What follows belongs to an exercise in optimizing a design on an open flow for small area, a short achievable clock period and few clock cycles per item; a production flow would make more cautious choices. The RTL was checked by simulation tests, not by an equivalence proof against the original design. Power is estimated from default activity; no workload was simulated.

## gemm_top
module gemm_top (
    input  logic           clk,
    input  logic           rst,
    input  logic           start,
    input  logic           p_wr_en,
    input  logic [1:0]     p_wr_addr,
    input  logic [31:0]    p_wr_data,
    input  logic           q_wr_en,
    input  logic [1:0]     q_wr_addr,
    input  logic [15:0]    q_wr_data,
    input  logic           r_wr_en,
    input  logic [1:0]     r_wr_addr,
    input  logic [127:0]   r_wr_data,
    input  logic           r_rd_en,
    input  logic [1:0]     r_rd_addr,
    output logic           busy,
    output logic           done,
    output logic [127:0]   c_out,
    output logic           c_valid
);
    logic [31:0]  p_mem [4];
    logic [23:0]  q_mem [4];       
    logic [23:0]  q_enc;           
    always_comb begin
        for (int x = 0; x < 4; x++) begin
            logic [3:0] b;
            b = q_wr_data[x*4 +: 4];
            q_enc[x*6 +: 6] = {(b[3] & ~b[2] & ~b[1]) | (~b[3] & b[2] & b[1]),
  ...
Settings: LEC_CHECK=0, ABC_CLOCK_PERIOD_IN_PS=2600, CAP_MARGIN=20, CORE_MARGIN=2, CORE_UTILIZATION=50, CTS_CLUSTER_DIAMETER=110, CTS_CLUSTER_SIZE=22, SETUP_SLACK_MARGIN=2.3, SLEW_MARGIN=20; clock period 5.0 ns.
standard.sh (not shown) runs the stock make flow with config.mk's settings and CLKGATE_MAP_FILE= SYNTH_SCRIPT=/design/flow/synth_recipe.tcl, a recipe that flattens the netlist after the stock synthesis.
==> flow/flow/run.sh <==
#!/bin/bash
set -euo pipefail
export BUFFER_PORTS_ARGS="-buffer_cell sky130_fd_sc_hd__buf_2"
bash standard.sh finish > flow_make.log 2>&1
The first run ran to the end with no violations.
Testbench counts at the start, summed over its fixed seeds: cycles 3,488, jobs 384.
Rerun with:
ABC_CLOCK_PERIOD_IN_PS = 2800   (was 2600)
CTS_CLUSTER_DIAMETER = not set   (was 110)
CTS_CLUSTER_SIZE = not set   (was 22)
SETUP_SLACK_MARGIN = 2.2   (was 2.3)
Result:
- fmax came out higher slightly
- clock-buffer cell count rose by 59
- global-route usage decreases by 0.38 points
- sequential share of layout area rose by 0.33 points
- combinational power is lower by a little under a tenth
- setup slack improves by 0.0094 ns
- via count went down slightly
- synthesized cell count is unchanged
- power rises by a few percent
- cell area came out lower slightly
- area after synthesis is unchanged


gemm_top again, from the RTL that the note above started with.
==> flow/design.v (excerpt) <==
module gemm_top (
    input  logic           clk,
    input  logic           rst,
    input  logic           start,
    input  logic           p_wr_en,
    input  logic [1:0]     p_wr_addr,
    input  logic [31:0]    p_wr_data,
    input  logic           q_wr_en,
    input  logic [1:0]     q_wr_addr,
    input  logic [15:0]    q_wr_data,
    input  logic           r_wr_en,
    input  logic [1:0]     r_wr_addr,
    input  logic [127:0]   r_wr_data,
    input  logic           r_rd_en,
    input  logic [1:0]     r_rd_addr,
    output logic           busy,
    output logic           done,
    output logic [127:0]   c_out,
    output logic           c_valid
);
    logic [31:0]  p_mem [4];
    logic [23:0]  q_mem [4];       
    logic [23:0]  q_enc;           
    always_comb begin
        for (int x = 0; x < 4; x++) begin
            logic [3:0] b;
            b = q_wr_data[x*4 +: 4];
            q_enc[x*6 +: 6] = {(b[3] & ~b[2] & ~b[1]) | (~b[3] & b[2] & b[1]),
                               b[1] ^ b[2], b[1] & ~b[0], b[3], b[1], b[0]};
        end
    end
    logic [127:0] r_mem [4];
    logic [7:0]   r_dlt [4];       
    logic [127:0] rd_q;
    logic         rd_v_q;
    logic         busy_q;
    logic         done_q;
    logic [2:0]   st;       
    logic         qsw;      
    logic         u_hold;   
    logic         a1_ok;    
    logic         w0;       
    logic         spec_set;
    logic         spec_drop;
    logic         p_swap;
    logic         q_swap;
    logic         qsw_nx;
    logic         wb_en;
    logic [1:0]   wb_e;
    logic [1:0]   rd_addr;
  ...
clock: 5.0 ns
lec_check: 0
abc_clock_period_in_ps: 2800
cap_margin: 20
core_margin: 2
core_utilization: 50
cts_cluster_diameter: 125
cts_cluster_size: 26
setup_slack_margin: 2.1
slew_margin: 20
Scripts as last shown in full above: flow/flow/run.sh
Testbench counts at the start, summed over its fixed seeds: cycles 3,488, jobs 384.
Change:
Settings changed: ABC_CLOCK_PERIOD_IN_PS 2800 to 3300, CTS_CLUSTER_DIAMETER 125 to unset, CTS_CLUSTER_SIZE 26 to unset, SETUP_SLACK_MARGIN 2.1 to 1.6.
Result:
- clock-buffer cell count increases by 68
- power increases by 3.8%
- worst setup slack gets worse by 250 ps
- final cell count decreases by 0.91%
- register-to-register slack gets worse by 280 ps
- die area does not change
- cell area decreases by about 1%
- hold slack gets worse by 36 ps
- via count decreases by about 0.7%
Change:
Settings changed: ABC_CLOCK_PERIOD_IN_PS 3300 to 2800, CTS_CLUSTER_DIAMETER set to 110, CTS_CLUSTER_SIZE set to 22, SETUP_SLACK_MARGIN 1.6 to 2.1.
What happened: The changed run ran to the end with no violations; synthesized area is unchanged; utilization went up by 0.50 points; global-route usage went up by 0.22 points; setup slack is better by 250 ps; via count went up slightly; power went down by a few percent; routed wire length went up by a few percent; non-clock buffer count went up by 169; clock skew went down by 7.6 ps.

-- static timing again, ports no longer ideal --
The flow's constraints put no driver on any port. The routed layouts listed below were extracted and timed again, unchanged, in two steps. Step 1: set_driving_cell puts a clkbuf_16 on clk and a buf_2 on each other input, an assumption about the parent block. Step 2, shift: input delay + t, output delay - t, t = (earliest + latest rising clock arrival at the registers) / 2. This alone moves slack from input paths to output paths. Slacks: no drivers / after step 1 / after step 2; pairs: no drivers / after step 1.
| run | shift t [ns] | setup WS [ns] | worst setup path at the end | latest minus earliest clock arrival (ns) | cell pins on the clock port's net |
|---|---|---|---|---|---|
| the first run of note 1 | 0.761 | 2.045 / 2.045 / 1.346 | input to register | 0.032 / 0.032 | 1 |
| the second run of note 1 | 0.771 | 2.054 / 2.054 / 1.407 | input to register | 0.030 / 0.030 | 1 |
| the first run of note 2 | 0.750 | 2.018 / 2.046 / 1.315 | input to register | 0.037 / 0.037 | 1 |
| the second run of note 2 | 0.781 | 1.772 / 1.772 / 1.123 | input to register | 0.039 / 0.038 | 1 |
| the third run of note 2 | 0.760 | 2.021 / 2.036 / 1.279 | input to register | 0.032 / 0.032 | 1 |
After both steps setup and hold are still met in every run listed. The setup slack of the third run of note 2, which loses most, moves by +0.015 ns with the drivers and by -0.742 ns with both steps.
